What follows belongs to an exercise in optimizing a design on an open flow for small area and a short achievable clock period; a production flow would make more cautious choices.
Where RTL was checked, it was by simulation tests only, not by an equivalence proof against the original.
No activity file was given, so power comes from the tool's default toggle rates.

== run A ==
Design loadStoreUnit, start of the top module:
module loadStoreUnit #(
    parameter int unsigned TimerStep = 1
) (
    input  logic clk,
    input  logic arstN,
    input  logic reqValid,
    input  logic reqWrite,
    input  rvMemPkg::widthCode reqWidth,
    input  logic [rvMemPkg::xlen-1:0] reqAddr,
    input  logic [rvMemPkg::xlen-1:0] reqWdata,
    input  logic [rvMemPkg::xlen-1:0] rdataMem,
    input  logic memStall,
    output logic busy,
    output logic done,
    output logic [rvMemPkg::xlen-1:0] rdData,
    output logic [rvMemPkg::xlen-1:0] address,
    output logic weMem,
    output logic reMem,
    output logic [rvMemPkg::xlen-1:0] wdataMem,
    output logic [rvMemPkg::maskWidth-1:0] wmaskMem,
    output logic timerIrq
);
    logic [rvMemPkg::xlen-1:0] heldAddr;
    logic [rvMemPkg::xlen-1:0] heldWdata;
    logic [rvMemPkg::maskWidth-1:0] heldMask;
    logic [1:0] heldSize;
    logic [2:0] loadBase;
    logic [7:0] loadExtSel;
    logic captureLoad;
    logic timerRead;
    logic timerReadMtime;
    logic timerReadMtimecmp;
    logic writeMtime;
    logic writeMtimecmp;
    logic acceptMtimecmpWrite;
    logic [3:0] notLoadMtimecmp;
    logic [rvMemPkg::xlen-1:0] mtime;
    logic [rvMemPkg::xlen-1:0] mtimecmp;
    accessControl uAccessControl (
        .clk(clk),
        .arstN(arstN),
  ...
clock: 4.1 ns
lec_check: 0
cap_margin: 20
core_margin: 2
core_utilization: 50
cts_buf_list: sky130_fd_sc_hd__clkbuf_8
cts_cluster_diameter: 70
cts_cluster_size: 12
place_density: 0.7
setup_slack_margin: 1.8
slew_margin: 20
synth_hierarchical: 1
standard.sh (not shown) runs the stock make flow with config.mk's settings and CLKGATE_MAP_FILE= SYNTH_SCRIPT=/design/flow/synth_recipe.tcl, a recipe that flattens the netlist after the stock synthesis.
==> flow/flow/run.sh <==
#!/bin/bash
# The standard layout, with plain buffers on the ports instead of the
# delay cells buffer_ports picks by default. Every port still gets a buffer.
set -euo pipefail
export BUFFER_PORTS_ARGS="-buffer_cell sky130_fd_sc_hd__buf_1"
bash standard.sh > standard.log 2>&1
Run A was carried through to the last stage, and its layout satisfied the timing, design-rule and antenna checks.
For run B, these inputs were changed with respect to run A:
Settings: CORE_UTILIZATION: 50 -> 55; PLACE_DENSITY: 0.7 -> unset.
### Flow results
Between run A and run B, the x dimension of the die is higher for run A. Final-layout worst hold slack for run B is lower than for run A. For the mean routed wirelength per cell, run B came in 0.13 um higher than run A did. In the tables for run A and run B, wire length of the first global-routing pass reads higher with run A. Run B against run A: final wirelength shrank by 1.2%; worst setup slack grew by 130 ps; fmax grew by about 6%; logic gate share of total power shrank by 0.4 points; net switching power of the design shrank by 0.020 mW. Between run B and run A, the routed length on met1 does not differ in any meaningful way.
Relative to run B, the following input files were edited for run C:
Settings: an added PLACE_DENSITY of 0.75.
==> comparison <==
- Diff run B -> run C | logic depth of the worst setup path including buffers | increase of 2
- Routed length per instance in run C is 0.76% below run B.
- Compared with run B, in run C worst setup margin dropped 42 ps, total chip power dropped about 1%, pre-CTS worst setup slack climbed 140 ps, clock-pin slew on the worst setup and hold paths barely changed.
- | share of power burned in the clock network | run C vs run B | 0.8 points lower |
- Run C: post-layout instance area 220 sq um below run B
- The final reports for run C and run B show routed length on met3 higher in the former.
- When run C is set beside run B, its non-clock buffer count turns out to be about 3.6% smaller.
- The final instance count without filler cells of run C is lower than that of run B.

========
Another version of the RTL of loadStoreUnit (not shown whole).
For scale: roughly 2000 cells after synthesis, about 370 flip-flops, roughly 410 I/O pins, ~23000 µm² of cells after synthesis.
clock: 4.1 ns
lec_check: 0
cap_margin: 20
core_margin: 2
core_utilization: 55
cts_buf_list: sky130_fd_sc_hd__clkbuf_8
setup_slack_margin: 1.8
slew_margin: 20
synth_hierarchical: 1
Scripts as last shown in full above: flow/flow/run.sh
Rerun with:
Settings changed: CORE_UTILIZATION 55 to 40, CTS_BUF_LIST sky130_fd_sc_hd__clkbuf_8 to unset, SETUP_SLACK_MARGIN 1.8 to 1.9.
Register-to-register slack is better by 80 ps. Setup slack loses 62 ps. Synthesized cell count stays the same. Global-route usage goes down by 7.2 points.

========
loadStoreUnit, a different RTL version from the one above (not shown whole).
Size in the first run: about 24000 sq um of cells after synthesis.
export LEC_CHECK = 0
export CAP_MARGIN = 20
export CORE_MARGIN = 2
export CORE_UTILIZATION = 40
export SETUP_SLACK_MARGIN = 1.9
export SLEW_MARGIN = 20
export SYNTH_HIERARCHICAL = 1
create_clock -name core_clock -period 4.1 [get_ports {clk}]
Scripts as last shown in full above: flow/flow/run.sh
The first run passed the timing, design-rule and antenna checks.
Then changed:
==> flow/run.sh (new file) <==
#!/bin/bash
# synth_recipe.tcl (not shown) runs the flow's synth.tcl, then flattens the netlist and writes it again
# the make line also repeats each setting of config.mk as NAME=value (left out here)
make -C /OpenROAD-flow-scripts/flow DESIGN_CONFIG=/design/flow/config.mk WORK_HOME=/design/flow/orfs CLKGATE_MAP_FILE= SYNTH_SCRIPT=/design/flow/synth_recipe.tcl finish
removed: flow/flow/run.sh
removed: flow/standard.sh
=> The changed run finished clean. Critical path depth stays the same. Die area does not change. Area after synthesis does not change. Combinational power rose by roughly a tenth. Fmax went down slightly. Worst hold slack gains 0.019 ns. Clock power barely changes. Core utilization came out higher by 3.7 points.

========
Setup of main:
loadStoreUnit, a different RTL version from the one above (not shown whole).
Size in the first run: ~2,100 cells after synthesis, ~23,000 sq um of cells after synthesis.
clock: 4.1 ns
lec_check: 0
cap_margin: 20
core_margin: 2
core_utilization: 55
cts_buf_list: sky130_fd_sc_hd__clkbuf_8
cts_cluster_diameter: 70
cts_cluster_size: 12
setup_slack_margin: 1.8
slew_margin: 20
synth_hierarchical: 1
==> flow/flow/run.sh <==
#!/bin/bash
# The standard layout, with plain buffers on the ports instead of the
# delay cells buffer_ports picks by default. Every port still gets a buffer.
set -euo pipefail
export BUFFER_PORTS_ARGS="-buffer_cell sky130_fd_sc_hd__buf_1"
bash standard.sh > standard.log 2>&1
main finished every stage and its layout cleared the timing, design-rule and antenna checks.
--- input diff main..the feature branch ---
Settings: SETUP_SLACK_MARGIN changed from 1.8 to 1.7.
Findings:
In the metrics for main and the feature branch, the one carrying the lower maximum number of pins on one net before global-route repair is the feature branch.
Via count: the feature branch vs main up about 0.9%
Compared main against the feature branch; static power due to leakage within noise.
Summary of the comparison: detail-routed net length per standard cell is higher in the feature branch, relative to main.
The starting DRC count in detailed routing of main and that of the feature branch are within noise of each other.
main and the feature branch ended up with nearly the same layout-stage area growth over the synthesis result.
Net load switching power of the feature branch falls short of that of main by a few percent.
No functional check of the RTL was part of any run of this note.

========
RTL: one of the versions met above, not the one the previous note started from.
For scale: about 2100 cells after synthesis, roughly 410 I/O pins, about 23000 um2 of cells after synthesis.
Settings: LEC_CHECK=0, CAP_MARGIN=20, CORE_MARGIN=2, CORE_UTILIZATION=55, CTS_BUF_LIST=sky130_fd_sc_hd__clkbuf_8, CTS_CLUSTER_DIAMETER=70, CTS_CLUSTER_SIZE=12, SETUP_SLACK_MARGIN=1.9, SLEW_MARGIN=20, SYNTH_HIERARCHICAL=1, TNS_END_PERCENT=20; clock period 4.1 ns.
Scripts as last shown in full above: flow/flow/run.sh
==> next run, changes <==
--- a/flow/config.mk
+++ b/flow/config.mk
@@ -12,6 +12,6 @@
 export CTS_CLUSTER_DIAMETER = 70
 export CTS_CLUSTER_SIZE = 12
-export SETUP_SLACK_MARGIN = 1.9
+export PLACE_DENSITY = 0.7
+export SETUP_SLACK_MARGIN = 1.85
 export SLEW_MARGIN = 20
 export SYNTH_HIERARCHICAL = 1
-export TNS_END_PERCENT = 20
Effect: Total power came out lower slightly. Hold slack stays flat. Count of clock-buffer cells in the layout drops by 3. Setup slack improves by 76 ps. Cell count decreases slightly. Maximum frequency grows by a few percent. Wire length hardly moves. Clock power drops by a few percent. Design area came out lower slightly. Clock skew decreases by 13 ps. Die area does not change.

========
Setup of before:
loadStoreUnit, a different RTL version from the one above (not shown whole).
For scale: roughly 2,000 cells after synthesis, about 410 I/O pins, roughly 0.023 mm² of cells after synthesis.
Settings: LEC_CHECK=0, CAP_MARGIN=20, CORE_MARGIN=2, CORE_UTILIZATION=55, CTS_BUF_LIST=sky130_fd_sc_hd__clkbuf_8, SETUP_SLACK_MARGIN=1.8, SLEW_MARGIN=20, SYNTH_HIERARCHICAL=1; clock period 4.1 ns.
Scripts as last shown in full above: flow/flow/run.sh
> inputs changed (before -> after)
- changing CORE_UTILIZATION from 55 to 40
- changing SETUP_SLACK_MARGIN from 1.8 to 1.9
- removing CTS_BUF_LIST (formerly sky130_fd_sc_hd__clkbuf_8)
[summary]
Filler cell count in the final layout: after and before compared, lower one is before. Compare after and before | final critical-path share of the clock period higher: after. Per the comparison of after with before, portion of total power attributed to combinational logic moved down, final area increased about 3.8%.
Function was not checked in any run of this note: the RTL went through the layout flow alone.

========
loadStoreUnit, a different RTL version from the one above (not shown whole).
For scale: roughly 410 I/O pins, roughly 23000 um^2 of cells after synthesis.
==> flow/config.mk <==
export PLATFORM = sky130hd
export DESIGN_NAME = loadStoreUnit
export DESIGN_NICKNAME = loadStoreUnit
export VERILOG_FILES = /design/flow/design.v
export SDC_FILE = /design/flow/constraint.sdc
export NUM_CORES = 4
export LEC_CHECK = 0
export CAP_MARGIN = 20
export CORE_MARGIN = 2
export CORE_UTILIZATION = 55
export CTS_BUF_LIST = sky130_fd_sc_hd__clkbuf_8
export CTS_CLUSTER_DIAMETER = 70
export CTS_CLUSTER_SIZE = 12
export PLACE_DENSITY = 0.75
export SETUP_SLACK_MARGIN = 1.8
export SLEW_MARGIN = 20
export SYNTH_HIERARCHICAL = 1
==> flow/constraint.sdc <==
create_clock -name core_clock -period 4.1 [get_ports {clk}]
set_input_delay 0.8200 -clock core_clock [delete_from_list [all_inputs] [get_ports {clk}]]
set_output_delay 0.8200 -clock core_clock [all_outputs]
set_load 0.01 [all_outputs]
Scripts as last shown in full above: flow/flow/run.sh
Next try:
--- a/flow/config.mk
+++ b/flow/config.mk
@@ -14 +13,0 @@
-export PLACE_DENSITY = 0.75
Worst hold slack got worse by 0.14 ns.
Critical path depth grows by 2.
Die area stays the same.
Utilization grows by 0.28 points.
Fmax shrinks by a few percent.
Final area grows slightly.
Function was not checked in any run of this note: the RTL went through the layout flow alone.

separate check: timing with driven ports:
No port has a modelled driver above. Below, the same layouts with a new extraction and two added sets of constraints.
Step 1 sets driving cells, clkbuf_16 on the clock port and buf_2 on the other inputs (assumed; they add their load-dependent delay and slew).
Step 2 also shifts input and output timing later by t, the mid clock arrival at the registers, as if the neighbouring blocks saw the same clock.
a / b / c = no drivers / after step 1 / after step 2; a / b = the first two.
| run | shift t [ns] | setup WS [ns] | slew at the worst register clock pin (ns) | worst slew at a driven data input, ns | pins driven straight from the clock port |
|---|---|---|---|---|---|
| run A | 0.688 | 1.773 / 1.773 / 1.149 | 0.10 / 0.10 | 0.13 | 1 |
| run B | 0.679 | 1.905 / 1.884 / 1.246 | 0.10 / 0.10 | 0.09 | 1 |
| run C | 0.670 | 1.863 / 1.863 / 1.258 | 0.10 / 0.10 | 0.09 | 1 |
| the first run of note 2 | 0.683 | 1.859 / 1.859 / 1.201 | 0.07 / 0.07 | 0.13 | 1 |
| the second run of note 2 | 0.657 | 1.797 / 1.829 / 1.172 | 0.06 / 0.06 | 0.12 | 1 |
| the first run of note 3 | 0.643 | 1.527 / 1.527 / 1.181 | 0.06 / 0.06 | 0.11 | 1 |
| the second run of note 3 | 0.645 | 1.493 / 1.493 / 1.123 | 0.07 / 0.07 | 0.10 | 1 |
| main | 0.693 | 1.862 / 1.809 / 1.195 | 0.10 / 0.10 | 0.11 | 1 |
| the feature branch | 0.691 | 1.781 / 1.781 / 1.117 | 0.09 / 0.09 | 0.10 | 1 |
| the first run of note 5 | 0.677 | 1.815 / 1.827 / 1.167 | 0.10 / 0.10 | 0.11 | 1 |
| the second run of note 5 | 0.686 | 1.890 / 1.813 / 1.127 | 0.09 / 0.09 | 0.15 | 1 |
| before | 0.667 | 1.825 / 1.825 / 1.177 | 0.07 / 0.07 | 0.09 | 1 |
| after | 0.645 | 1.784 / 1.800 / 1.155 | 0.07 / 0.07 | 0.13 | 1 |
| the first run of note 7 | 0.698 | 1.878 / 1.865 / 1.212 | 0.09 / 0.09 | 0.09 | 1 |
| the second run of note 7 | 0.694 | 1.827 / 1.827 / 1.147 | 0.09 / 0.09 | 0.10 | 1 |
After both steps every run listed still meets setup and hold. For the second run of note 5, which loses most, drivers alone change the setup slack by -0.077 ns; drivers and shift together by -0.763 ns.
